Background: an optimization exercise with open tools, aiming at a short achievable clock period and few clock cycles. Do not read the settings as production practice. Only simulation tests tie the RTL to the original design; equivalence was not proved. Power is estimated from default activity; no workload was simulated.

### flow/constraint.sdc
create_clock -name core_clock -period 10.5 [get_ports {clk}]
set_input_delay 2.1000 -clock core_clock [delete_from_list [all_inputs] [get_ports {clk}]]
set_output_delay 2.1000 -clock core_clock [all_outputs]
set_load 0.01 [all_outputs]
### flow/config.mk
export PLATFORM = sky130hd
export DESIGN_NAME = mips_cpu_harvard
export DESIGN_NICKNAME = mips_cpu_harvard
export VERILOG_FILES = /design/flow/design.v
export SDC_FILE = /design/flow/constraint.sdc
export NUM_CORES = 8
export LEC_CHECK = 0
export ABC_CLOCK_PERIOD_IN_PS = 4000
export CAP_MARGIN = 20
export CORE_MARGIN = 2
export CORE_UTILIZATION = 30
export PLACE_DENSITY = 0.45
export SLEW_MARGIN = 20
### flow/standard.sh
#!/bin/bash
# synth_recipe.tcl (not shown) runs the flow's synth.tcl, then flattens the netlist and writes it again
# the make line also repeats each setting of config.mk as NAME=value (left out here)
make -C /OpenROAD-flow-scripts/flow DESIGN_CONFIG=/design/flow/config.mk WORK_HOME=/design/flow/orfs CLKGATE_MAP_FILE= SYNTH_SCRIPT=/design/flow/synth_recipe.tcl "${@:-finish}"
### flow/flow/run.sh
#!/bin/bash
set -uo pipefail
bash standard.sh SETUP_SLACK_MARGIN=6.0 finish > standard_flow.log 2>&1
### flow/design.v
`timescale 1ns/1ps
`timescale 1ns/1ps
`default_nettype none
module mips_alu (
  input  logic        a_add, a_sub, a_and, a_or, a_xor, a_slt, a_sltu, a_sll, a_srl, a_imv, a_link,
  input  logic        useimm,
  input  logic [31:0] a,
  input  logic [31:0] b,
  input  logic [31:0] imm,
  input  logic [4:0]  sh,
  input  logic [31:0] pc4,
  output logic [31:0] res,
  output logic [31:0] sum
);
  wire [31:0] op2  = useimm ? imm : b;
  assign sum       = a + op2;
  wire [31:0] diff = a - op2;
  wire        lts  = $signed(a) < $signed(op2);
  wire        ltu  = a < op2;
  assign res =
      ({32{a_add}}  & sum) |
      ({32{a_sub}}  & diff) |
      ({32{a_and}}  & (a & op2)) |
      ({32{a_or}}   & (a | op2)) |
      ({32{a_xor}}  & (a ^ op2)) |
      ({32{a_slt}}  & {31'b0, lts}) |
      ({32{a_sltu}} & {31'b0, ltu}) |
      ({32{a_sll}}  & (b << sh)) |
      ({32{a_srl}}  & (b >> sh)) |
      ({32{a_imv}}  & imm) |
      ({32{a_link}} & pc4);
endmodule
`default_nettype wire
`timescale 1ns/1ps
`default_nettype none
module mips_rdport (
  input  logic [1023:0] rf,
  input  logic [31:0]   sel,
  output logic [31:0]   q
);
  always_comb begin
    q = '0;
    for (int i = 1; i < 32; i++) q = q | ({32{sel[i]}} & rf[i*32 +: 32]);
  end
endmodule
`default_nettype wire
`timescale 1ns/1ps
`default_nettype none
module mips_decode (
  input  logic [31:0] ins,
  output logic        a_add, a_sub, a_and, a_or, a_xor, a_slt, a_sltu, a_sll, a_srl, a_imv, a_link,
  output logic        useimm,
  output logic        we,        
  output logic        ld,
  output logic        st,
  output logic        beq,
  output logic        bne,
  output logic        jr,
  output logic        jj,        
  output logic        use_rs,
  output logic        use_rt,
  output logic [4:0]  dest,
  output logic [31:0] imm
);
  wire [5:0] op = ins[31:26];
  wire [5:0] fn = ins[5:0];
  wire sp    = (op == 6'h00);
  wire addu  = sp && (fn == 6'h21);
  wire subu  = sp && (fn == 6'h23);
  wire andr  = sp && (fn == 6'h24);
  wire orr   = sp && (fn == 6'h25);
  wire xorr  = sp && (fn == 6'h26);
  wire sltr  = sp && (fn == 6'h2a);
  wire sltur = sp && (fn == 6'h2b);
  wire sll   = sp && (fn == 6'h00);
  wire srl   = sp && (fn == 6'h02);
  wire jrr   = sp && (fn == 6'h08);
  wire j     = (op == 6'h02);
  wire jal   = (op == 6'h03);
  wire beqi  = (op == 6'h04);
  wire bnei  = (op == 6'h05);
  wire addiu = (op == 6'h09);
  wire slti  = (op == 6'h0a);
  wire andi  = (op == 6'h0c);
  wire ori   = (op == 6'h0d);
  wire xori  = (op == 6'h0e);
  wire lui   = (op == 6'h0f);
  wire lw    = (op == 6'h23);
  wire sw    = (op == 6'h2b);
  wire rtype = addu | subu | andr | orr | xorr | sltr | sltur | sll | srl;
  wire itype = addiu | slti | andi | ori | xori | lui | lw;
  wire zext  = andi | ori | xori;
  assign dest   = rtype ? ins[15:11] : jal ? 5'd31 : ins[20:16];
  assign we     = (rtype | itype | jal) && (dest != 5'd0);
  assign imm    = lui  ? {ins[15:0], 16'h0000} :
                  zext ? {16'h0000, ins[15:0]} :
                         {{16{ins[15]}}, ins[15:0]};
  assign a_add  = addu | addiu | lw | sw;
  assign a_sub  = subu;
  assign a_and  = andr | andi;
  assign a_or   = orr | ori;
  assign a_xor  = xorr | xori;
  assign a_slt  = sltr | slti;
  assign a_sltu = sltur;
  assign a_sll  = sll;
  assign a_srl  = srl;
  assign a_imv  = lui;
  assign a_link = jal;
  assign useimm = itype | sw;
  assign ld     = lw;
  assign st     = sw;
  assign beq    = beqi;
  assign bne    = bnei;
  assign jr     = jrr;
  assign jj     = j | jal;
  assign use_rs = (rtype & ~sll & ~srl) | addiu | slti | andi | ori | xori | lw | sw |
                  beqi | bnei | jrr;
  assign use_rt = rtype | sw | beqi | bnei;
endmodule
`default_nettype wire
`timescale 1ns/1ps
`default_nettype none
module mips_btarget (
  input  logic [31:0] pc4,
  input  logic [15:0] imm,
  output logic [31:0] target
);
  wire [16:0] lo   = {1'b0, pc4[17:2]} + {1'b0, imm};
  wire [13:0] hi   = pc4[31:18];
  wire [13:0] hip1 = hi + 14'd1;
  wire [13:0] him1 = hi - 14'd1;
  wire [13:0] hsel = (imm[15] == lo[16]) ? hi : lo[16] ? hip1 : him1;
  assign target = {hsel, lo[15:0], pc4[1:0]};
endmodule
`default_nettype wire
`timescale 1ns/1ps
`default_nettype none
module mips_cpu_harvard #(
  parameter logic [31:0] RESET_VECTOR = 32'hbfc0_0000
) (
  input  logic        clk,
  input  logic        rst_n,
  input  logic        clk_enable,
  output logic        active,
  output logic [31:0] register_v0,
  output logic [31:0] register_v3,
  output logic [31:0] instr_address,
  input  logic [31:0] instr_readdata,
  output logic [31:0] data_address,
  output logic        data_write,
  output logic        data_read,
  output logic [31:0] data_writedata,
  input  logic [31:0] data_readdata
);
  localparam int CW = 6;           
  localparam int CN = 1 << CW;
  localparam int TW = 10 - CW;     
  wire ce = clk_enable;
  logic [31:0] fpc;
  logic        halted;
  logic        stall;       
  logic [1023:0] rf;
  assign rf[31:0] = '0;
  logic [63:0]  bht_v;
  logic [127:0] bht_c;
  logic [CN-1:0]    c_v;
  logic [CN*TW-1:0] c_tag;
  logic [CN*32-1:0] c_w;
  logic [19:0]      c_up;
  logic        m_ld, m_st;
  logic [31:0] m_addr, m_wdata;
  logic [31:1] m_doh;
  wire [31:0] fq  = fpc + 32'd4;
  wire [31:0] fp8 = fpc + 32'd8;
  wire [31:0] i0 = instr_readdata;
  logic        d0_add, d0_sub, d0_and, d0_or, d0_xor, d0_slt, d0_sltu, d0_sll, d0_srl, d0_imv, d0_link;
  logic        d0_useimm, d0_we, d0_ld, d0_st, d0_beq, d0_bne, d0_jr, d0_jj, d0_use_rs, d0_use_rt;
  logic [4:0]  d0_dest;
  logic [31:0] d0_imm;
  mips_decode u_dec0 (
    .ins(i0),
    .a_add(d0_add), .a_sub(d0_sub), .a_and(d0_and), .a_or(d0_or), .a_xor(d0_xor),
    .a_slt(d0_slt), .a_sltu(d0_sltu), .a_sll(d0_sll), .a_srl(d0_srl), .a_imv(d0_imv),
    .a_link(d0_link), .useimm(d0_useimm), .we(d0_we), .ld(d0_ld), .st(d0_st),
    .beq(d0_beq), .bne(d0_bne), .jr(d0_jr), .jj(d0_jj), .use_rs(d0_use_rs),
    .use_rt(d0_use_rt), .dest(d0_dest), .imm(d0_imm)
  );
  wire [CW-1:0] c_ri  = fq[CW+1:2];
  wire [31:0]   i1    = c_w[c_ri*32 +: 32];
  wire          hit1  = c_v[c_ri] && (c_tag[c_ri*TW +: TW] == fq[11:CW+2]) &&
                        (fq[31:12] == c_up) && (fq[1:0] == 2'b00);
  logic        d1_add, d1_sub, d1_and, d1_or, d1_xor, d1_slt, d1_sltu, d1_sll, d1_srl, d1_imv, d1_link;
  logic        d1_useimm, d1_we, d1_ld, d1_st, d1_beq, d1_bne, d1_jr, d1_jj, d1_use_rs, d1_use_rt;
  logic [4:0]  d1_dest;
  logic [31:0] d1_imm;
  mips_decode u_dec1 (
    .ins(i1),
    .a_add(d1_add), .a_sub(d1_sub), .a_and(d1_and), .a_or(d1_or), .a_xor(d1_xor),
    .a_slt(d1_slt), .a_sltu(d1_sltu), .a_sll(d1_sll), .a_srl(d1_srl), .a_imv(d1_imv),
    .a_link(d1_link), .useimm(d1_useimm), .we(d1_we), .ld(d1_ld), .st(d1_st),
    .beq(d1_beq), .bne(d1_bne), .jr(d1_jr), .jj(d1_jj), .use_rs(d1_use_rs),
    .use_rt(d1_use_rt), .dest(d1_dest), .imm(d1_imm)
  );
  wire [4:0] f0_rs = i0[25:21];
  wire [4:0] f0_rt = i0[20:16];
  wire [4:0] f1_rs = i1[25:21];
  wire [4:0] f1_rt = i1[20:16];
  wire [5:0]  f0_bidx   = fpc[7:2];
  wire        f0_br     = d0_beq | d0_bne;
  wire        f0_static = i0[15] | d0_bne | (f0_rs == f0_rt);
  wire        f0_bpred  = bht_v[f0_bidx] ? bht_c[f0_bidx*2+1] : f0_static;
  wire        f0_pt     = d0_jj | d0_jr | (f0_br & f0_bpred);
  logic [31:0] f0_bt;
  mips_btarget u_bt0 (.pc4(fq), .imm(i0[15:0]), .target(f0_bt));
  wire [31:0] f0_jt     = {fq[31:28], i0[25:0], 2'b00};
  wire [31:0] f0_jrt    = (f0_rs == 5'd0) ? 32'd0 : rf[31*32 +: 32];
  wire [31:0] f0_tgt    = d0_jr ? f0_jrt : d0_jj ? f0_jt : f0_bt;
  wire [5:0]  f1_bidx   = fq[7:2];
  wire        f1_br     = d1_beq | d1_bne;
  wire        f1_static = i1[15] | d1_bne | (f1_rs == f1_rt);
  wire        f1_bpred  = bht_v[f1_bidx] ? bht_c[f1_bidx*2+1] : f1_static;
  wire        f1_pt     = d1_jj | d1_jr | (f1_br & f1_bpred);
  logic [31:0] f1_bt;
  mips_btarget u_bt1 (.pc4(fp8), .imm(i1[15:0]), .target(f1_bt));
  wire [31:0] f1_jt     = {fp8[31:28], i1[25:0], 2'b00};
  wire [31:0] f1_jrt    = (f1_rs == 5'd0) ? 32'd0 : rf[31*32 +: 32];
  wire [31:0] f1_tgt    = d1_jr ? f1_jrt : d1_jj ? f1_jt : f1_bt;
  wire d0_addop = d0_add & ~d0_ld & ~d0_st;
  wire fu_rs    = d1_use_rs && (f1_rs == d0_dest);
  wire fu_rt    = d1_use_rt && (f1_rt == d0_dest);
  wire raw01    = d0_we && (fu_rs || fu_rt) && !(d0_addop && f1_br);
  wire waw01    = d0_ld && d1_we && (d1_dest == d0_dest);
  wire pair     = hit1 && !f0_pt && !((d0_ld | d0_st) && (d1_ld | d1_st)) && !raw01 && !waw01;
  wire [31:0] f_nexta = f1_pt ? f1_tgt : fp8;
  wire [31:0] f_nextb = f0_pt ? f0_tgt : fq;
  wire [31:0] f_next  = pair ? f_nexta : f_nextb;
  function automatic logic [31:0] onehot(input logic [4:0] r);
    onehot = 32'd1 << r;
  endfunction
  logic        x0v, x1v;
  logic [31:0] x0pc4, x1pc4;
  logic        x0pt, x1pt;
  logic [31:0] x0tgt, x1tgt;      
  logic        x0z_pc4, x0z_tgt, x1z_pc4, x1z_tgt;
  logic [31:0] x0rs_oh, x0rt_oh, x1rs_oh, x1rt_oh;
  logic [31:1] x0doh, x1doh;
  logic [4:0]  x0dest, x1dest;
  logic [4:0]  x0sh, x1sh;
  logic [31:0] x0imm, x1imm;
  logic        x0_add, x0_sub, x0_and, x0_or, x0_xor, x0_slt, x0_sltu, x0_sll, x0_srl, x0_imv, x0_link;
  logic        x0_useimm, x0_wr, x0_ld, x0_st, x0_beq, x0_bne, x0_jr, x0_jj;
  logic        x1_add, x1_sub, x1_and, x1_or, x1_xor, x1_slt, x1_sltu, x1_sll, x1_srl, x1_imv, x1_link;
  logic        x1_useimm, x1_wr, x1_ld, x1_st, x1_beq, x1_bne, x1_jr, x1_jj;
  logic [5:0]  x0bidx, x1bidx;
  logic        x1fa, x1fb;       
  logic [31:0] x0a, x0b, x1a, x1b;
  mips_rdport u_rd0a (.rf(rf), .sel(x0rs_oh), .q(x0a));
  mips_rdport u_rd0b (.rf(rf), .sel(x0rt_oh), .q(x0b));
  mips_rdport u_rd1a (.rf(rf), .sel(x1rs_oh), .q(x1a));
  mips_rdport u_rd1b (.rf(rf), .sel(x1rt_oh), .q(x1b));
  logic [31:0] x0res, x0sum, x1res, x1sum;
  mips_alu u_alu0 (
    .a_add(x0_add), .a_sub(x0_sub), .a_and(x0_and), .a_or(x0_or), .a_xor(x0_xor),
    .a_slt(x0_slt), .a_sltu(x0_sltu), .a_sll(x0_sll), .a_srl(x0_srl), .a_imv(x0_imv),
    .a_link(x0_link), .useimm(x0_useimm), .a(x0a), .b(x0b), .imm(x0imm), .sh(x0sh),
    .pc4(x0pc4), .res(x0res), .sum(x0sum)
  );
  mips_alu u_alu1 (
    .a_add(x1_add), .a_sub(x1_sub), .a_and(x1_and), .a_or(x1_or), .a_xor(x1_xor),
    .a_slt(x1_slt), .a_sltu(x1_sltu), .a_sll(x1_sll), .a_srl(x1_srl), .a_imv(x1_imv),
    .a_link(x1_link), .useimm(x1_useimm), .a(x1a), .b(x1b), .imm(x1imm), .sh(x1sh),
    .pc4(x1pc4), .res(x1res), .sum(x1sum)
  );
  wire [31:0] x0k   = x0_useimm ? x0imm : x0b;
  wire [31:0] x1c   = x1fa ? x1b : x1a;
  wire [31:0] fz_cy = (x0a & x0k) | ((x0a | x0k) & ~x1c);
  wire        fz_eq = ((x0a ^ x0k ^ x1c) == {fz_cy[30:0], 1'b0});
  wire x0eq = (x0a == x0b);
  wire x1eq = (x1fa && x1fb) ? 1'b1 : (x1fa || x1fb) ? fz_eq : (x1a == x1b);
  wire x0br = x0_beq | x0_bne;
  wire x1br = x1_beq | x1_bne;
  wire x0tk = (x0_beq & x0eq) | (x0_bne & ~x0eq);
  wire x1tk = (x1_beq & x1eq) | (x1_bne & ~x1eq);
  wire x0mis = (x0br && (x0tk != x0pt)) || (x0_jr && (x0a != x0tgt));
  wire x1mis = (x1br && (x1tk != x1pt)) || (x1_jr && (x1a != x1tgt));
  wire [31:0] x0redir = x0_jr ? x0a : x0tk ? x0tgt : x0pc4;
  wire [31:0] x1redir = x1_jr ? x1a : x1tk ? x1tgt : x1pc4;
  wire x0nz = x0_jr ? (x0a == 32'd0) : ((x0br && x0tk) || x0_jj) ? x0z_tgt : x0z_pc4;
  wire x1nz = x1_jr ? (x1a == 32'd0) : ((x1br && x1tk) || x1_jj) ? x1z_tgt : x1z_pc4;
  wire xrun   = !stall && !halted;
  wire x0go   = x0v && xrun;
  wire x0kill = x0go && (x0mis || x0nz);       
  wire x1go   = x1v && xrun && !x0kill;
  wire halt_now = (x0go && x0nz) || (x1go && x1nz);
  wire redirect = (x0go && x0mis) || (x1go && x1mis);
  wire [31:0] redir_pc = (x0go && x0mis) ? x0redir : x1redir;
  wire       xld    = (x0v && x0_ld) || (x1v && x1_ld);
  wire [4:0] xldd   = x0_ld ? x0dest : x1dest;
  wire       f_uses = (d0_use_rs && (f0_rs == xldd)) || (d0_use_rt && (f0_rt == xldd)) ||
                      (pair && ((d1_use_rs && (f1_rs == xldd)) || (d1_use_rt && (f1_rt == xldd))));
  wire stall_next = xld && (xldd != 5'd0) && f_uses;
  always_ff @(posedge clk or negedge rst_n) begin
    if (!rst_n) begin
      fpc    <= RESET_VECTOR;
      halted <= 1'b0;
      active <= 1'b1;
      stall  <= 1'b0;
      x0v    <= 1'b0;
      x1v    <= 1'b0;
    end else if (ce && !halted) begin
      if (stall) begin
        stall <= 1'b0;
      end else if (halt_now) begin
        halted <= 1'b1;
        active <= 1'b0;
        x0v    <= 1'b0;
        x1v    <= 1'b0;
        fpc    <= 32'd0;
      end else if (redirect) begin
        fpc <= redir_pc;
        x0v <= 1'b0;
        x1v <= 1'b0;
      end else begin
        fpc   <= f_next;
        x0v   <= 1'b1;
        x1v   <= pair;
        stall <= stall_next;
      end
    end
  end
  always_ff @(posedge clk) begin
    if (ce && xrun) begin
      x0pc4 <= fq;             x1pc4 <= fp8;
      x0pt  <= f0_pt;          x1pt  <= f1_pt;
      x0tgt <= f0_tgt;         x1tgt <= f1_tgt;
      x0z_pc4 <= (fq == 32'd0);     x1z_pc4 <= (fp8 == 32'd0);
      x0z_tgt <= (f0_tgt == 32'd0); x1z_tgt <= (f1_tgt == 32'd0);
      x0rs_oh <= onehot(f0_rs);  x0rt_oh <= onehot(f0_rt);
      x1rs_oh <= onehot(f1_rs);  x1rt_oh <= onehot(f1_rt);
      x0doh <= onehot(d0_dest) >> 1;  x1doh <= onehot(d1_dest) >> 1;
      x0dest <= d0_dest;       x1dest <= d1_dest;
      x0sh <= i0[10:6];        x1sh <= i1[10:6];
      x0imm <= d0_imm;         x1imm <= d1_imm;
      x0_add <= d0_add; x0_sub <= d0_sub; x0_and <= d0_and; x0_or <= d0_or; x0_xor <= d0_xor;
      x0_slt <= d0_slt; x0_sltu <= d0_sltu; x0_sll <= d0_sll; x0_srl <= d0_srl; x0_imv <= d0_imv;
      x0_link <= d0_link; x0_useimm <= d0_useimm; x0_wr <= d0_we & ~d0_ld; x0_ld <= d0_ld;
      x0_st <= d0_st; x0_beq <= d0_beq; x0_bne <= d0_bne; x0_jr <= d0_jr; x0_jj <= d0_jj;
      x1_add <= d1_add; x1_sub <= d1_sub; x1_and <= d1_and; x1_or <= d1_or; x1_xor <= d1_xor;
      x1_slt <= d1_slt; x1_sltu <= d1_sltu; x1_sll <= d1_sll; x1_srl <= d1_srl; x1_imv <= d1_imv;
      x1_link <= d1_link; x1_useimm <= d1_useimm; x1_wr <= d1_we & ~d1_ld; x1_ld <= d1_ld;
      x1_st <= d1_st; x1_beq <= d1_beq; x1_bne <= d1_bne; x1_jr <= d1_jr; x1_jj <= d1_jj;
      x0bidx <= f0_bidx; x1bidx <= f1_bidx;
      x1fa <= d0_we && fu_rs;
      x1fb <= d0_we && fu_rt;
    end
  end
  wire x0mem = x0_ld || x0_st;
  always_ff @(posedge clk or negedge rst_n) begin
    if (!rst_n) begin
      m_ld <= 1'b0;
      m_st <= 1'b0;
    end else if (ce) begin
      m_ld <= (x0go && x0_ld) || (x1go && x1_ld);
      m_st <= (x0go && x0_st) || (x1go && x1_st);
    end
  end
  always_ff @(posedge clk) begin
    if (ce) begin
      m_addr  <= x0mem ? x0sum : x1sum;
      m_wdata <= x0mem ? x0b : x1b;
      m_doh   <= x0mem ? x0doh : x1doh;
    end
  end
  assign data_read      = m_ld && ce;
  assign data_write     = m_st && ce;
  assign data_address   = m_addr;
  assign data_writedata = m_wdata;
  assign instr_address  = fpc;
  wire x0w = x0go && x0_wr;
  wire x1w = x1go && x1_wr;
  genvar g;
  for (g = 1; g < 32; g++) begin : gr
    logic [31:0] q;
    always_ff @(posedge clk or negedge rst_n) begin
      if (!rst_n) begin
        q <= '0;
      end else if (ce) begin
        if (x1w && x1doh[g]) q <= x1res;
        else if (x0w && x0doh[g]) q <= x0res;
        else if (m_ld && m_doh[g]) q <= data_readdata;
      end
    end
    assign rf[g*32 +: 32] = q;
  end
  assign register_v0 = rf[2*32 +: 32];
  assign register_v3 = rf[3*32 +: 32];
  wire c_we   = !halted && (fpc[1:0] == 2'b00);
  wire c_newu = (fpc[31:12] != c_up);
  for (g = 0; g < CN; g++) begin : gc
    always_ff @(posedge clk or negedge rst_n) begin
      if (!rst_n) begin
        c_v[g] <= 1'b0;
      end else if (ce && c_we) begin
        if (fpc[CW+1:2] == g) c_v[g] <= 1'b1;
        else if (c_newu) c_v[g] <= 1'b0;
      end
    end
  end
  always_ff @(posedge clk) begin
    if (ce && c_we) begin
      c_up <= fpc[31:12];
      c_tag[fpc[CW+1:2]*TW +: TW] <= fpc[11:CW+2];
      c_w[fpc[CW+1:2]*32 +: 32]   <= instr_readdata;
    end
  end
  wire bu0 = x0go && x0br;
  wire bu1 = x1go && x1br;
  for (g = 0; g < 64; g++) begin : gb
    always_ff @(posedge clk or negedge rst_n) begin
      if (!rst_n) begin
        bht_v[g] <= 1'b0;
        bht_c[g*2 +: 2] <= 2'b00;
      end else if (ce && ((bu0 && x0bidx == g) || (bu1 && x1bidx == g))) begin
        bht_v[g] <= 1'b1;
        if (!bht_v[g])
          bht_c[g*2 +: 2] <= ((bu0 && x0bidx == g) ? x0tk : x1tk) ? 2'b11 : 2'b00;
        else if ((bu0 && x0bidx == g) ? x0tk : x1tk)
          bht_c[g*2 +: 2] <= (bht_c[g*2 +: 2] == 2'b11) ? 2'b11 : bht_c[g*2 +: 2] + 2'b01;
        else
          bht_c[g*2 +: 2] <= (bht_c[g*2 +: 2] == 2'b00) ? 2'b00 : bht_c[g*2 +: 2] - 2'b01;
      end
    end
  end
endmodule
`default_nettype wire
==> results of run 1 <==
worst max path at each step:
stage / to
after floorplan: c_v[49]
after global placement: fpc[26]
after detailed placement: fpc[26]
after CTS: fpc[29]
power by group through the flow:
stage          clock [mW]  sequential (mW)  combinational (mW)
3_3_place_gp            0             29.1                44.6
2_1_floorplan           0             26.8                25.7
3_5_place_dp            0             28.9                44.6
4_1_cts              18.6             28.6                59.5
cell families after synthesis:
kind of cell               Yosys count  share of synthesized area (%)
AOI/OAI and AO/OA                 6680                           17.3
DFF                               4153                           45.1
muxes                             3827                           19.3
and+or+nand+nor                   6255                           10.6
buffers and inverters             2982                           4.88
xor gates and xnor gates           431                           1.45
adders and majority gates          295                           1.52
per-stage QoR:
stage / cells / instance area (um2) / power, mW / hold slack [ps] / setup WS, ps
CTS: 37856 / 343000 / 107 / 478 / 3230
detailed placement: 34952 / 279000 / 73.5 / 466 / 859
global placement: 34941 / 279000 / 73.7 / 457 / 682
floorplan: 24623 / 262000 / 52.5 / 445 / -57170
repair_timing:
item,CTS
pin swaps,1233
setup buffers,1574
setup endpoints to repair,2709
hold buffers,0
cloned,385
resized for setup,5468
==> out/qor.yml, run 1 <==
outcome: "did not finish"
lastStage: "global routing (5_1_grt)"
error_line: "[ERROR GRT-0229] Vertical edge usage exceeds the maximum allowed. (123, 127) usage=65535 limit=2200"
port-buffer-count: 229
fp.dieH_um: 939
yosysWarnings: 2
synth_top_flop_cell: "edfxtp_1"
synth.most_common_cell: "edfxtp_1"
synth-seq-area-share_pct: 45.1
grt_max_degree: 186
dp_hpwl_mm: 1110
cts_root_buffer: "clkbuf_16"
synth_nets: 24985
yosys.area.top_type: "edfxtp_1"
h-tree-depth: 6
place_congestion: 1.06
synth.cell_area_mm2: 0.262
cts_buffer_depth: 4
chipWidth_um: 939
ioPinCount: 230
synth_edf_count: 2866
synthTopCellsByArea: "edfxtp_1 33%, dfrtp_1 12%, mux2_2 11%"
synth_commonest_cells: "2866 x edfxtp_1, 2617 x nand2_1, 2476 x mux2_2, 1896 x clkbuf_1, 1713 x nor2_1"
initial_core_util_pct: 30.1
ys_types: 121
synthArstFlopShare_pct: 31.0
num_rows: 343
cts_buffers: 530
syn_avg_cell_area_um2: 10.7
syn_inst: 24623
cts_num_sinks: 4153
ys_ff_latch: 4153
netlist.area_leader.share_pct: 32.8
Testbench counts, summed over its fixed seeds: cycles 14,516.
==> run 2: changes to the inputs <==
==> flow/run.sh (new file) <==
#!/bin/bash
# synth_recipe.tcl (not shown) runs the flow's synth.tcl, then flattens the netlist and writes it again
# the make line also repeats each setting of config.mk as NAME=value (left out here)
make -C /OpenROAD-flow-scripts/flow DESIGN_CONFIG=/design/flow/config.mk WORK_HOME=/design/flow/orfs CLKGATE_MAP_FILE= SYNTH_SCRIPT=/design/flow/synth_recipe.tcl finish
--- a/flow/config.mk
+++ b/flow/config.mk
@@ -10,4 +10,5 @@
 export CORE_MARGIN = 2
 export CORE_UTILIZATION = 30
 export PLACE_DENSITY = 0.45
+export SETUP_SLACK_MARGIN = 5.0
 export SLEW_MARGIN = 20
removed: flow/flow/run.sh
removed: flow/standard.sh
==> out/qor.yml, run 2 <==
num_rows: 343
place_ws_ps: 859
ys_ff_latch: 4153
netlist.area_leader.share_pct: 32.8
ioPinCount: 230
h-tree-depth: 6
synth_nets: 24985
yosysWarnings: 2
dp_hpwl_mm: 1110
chipWidth_um: 939
synth_commonest_cells: "2866 x edfxtp_1, 2617 x nand2_1, 2476 x mux2_2, 1896 x clkbuf_1, 1713 x nor2_1"
error_line: "[ERROR GRT-0229] Vertical edge usage exceeds the maximum allowed. (123, 127) usage=65535 limit=2200"
synth_edf_count: 2866
placed_cell_area_mm2: 0.279
dp_cells: 34952
grt_max_degree: 186
synthTopCellsByArea: "edfxtp_1 33%, dfrtp_1 12%, mux2_2 11%"
cts_buffers: 530
outcome: "did not finish"
syn_inst: 24623
synth.most_common_cell: "edfxtp_1"
synth.cell_area_mm2: 0.262
fp.dieH_um: 939
port-buffer-count: 229
place_congestion: 1.06
initial_core_util_pct: 30.1
lastStage: "global routing (5_1_grt)"
synth-seq-area-share_pct: 45.1
yosys.area.top_type: "edfxtp_1"
cts_num_sinks: 4153
synthArstFlopShare_pct: 31.0
cts_buffer_depth: 4
synth_top_flop_cell: "edfxtp_1"
cts_root_buffer: "clkbuf_16"
syn_avg_cell_area_um2: 10.7
ys_types: 121
-- run 2: cell counts after synthesis --
No cell type changed its count.
-- run 2: timing repair --
action	CTS
endpoints found under the hold margin	0
buffers inserted	1458
hold buffers	0
resized for setup	4972
setup endpoints to repair	1450
gates cloned	376
pin swaps	1180
-- run 2: cells by family after synthesis --
group | synth area share (%)
buffers and inverters | 4.88
adder cells (fa/ha/maj) | 1.52
AO/OA/AOI/OAI | 17.3
XOR/XNOR | 1.45
AND/OR/NAND/NOR | 10.6
flip-flops | 45.1
multiplexers | 19.3
-- run 2: power by group through the flow --
stage / sequential, mW / combinational [mW] / clock (mW)
2_1_floorplan: 26.8 / 25.7 / 0
3_3_place_gp: 29.1 / 44.6 / 0
3_5_place_dp: 28.9 / 44.6 / 0
4_1_cts: 28.6 / 57.9 / 18.6
-- run 2: worst min-delay path by stage --
| stage | start | slack [ps] | cells after the start | end |
|---|---|---|---|---|
| 2_1_floorplan | c_v[11] | 440 | 2 | c_v[11] |
| 3_3_place_gp | c_v[48] | 460 | 2 | c_v[48] |
| 3_5_place_dp | c_v[28] | 470 | 2 | c_v[28] |
| 4_1_cts | c_v[28] | 480 | 2 | c_v[28] |
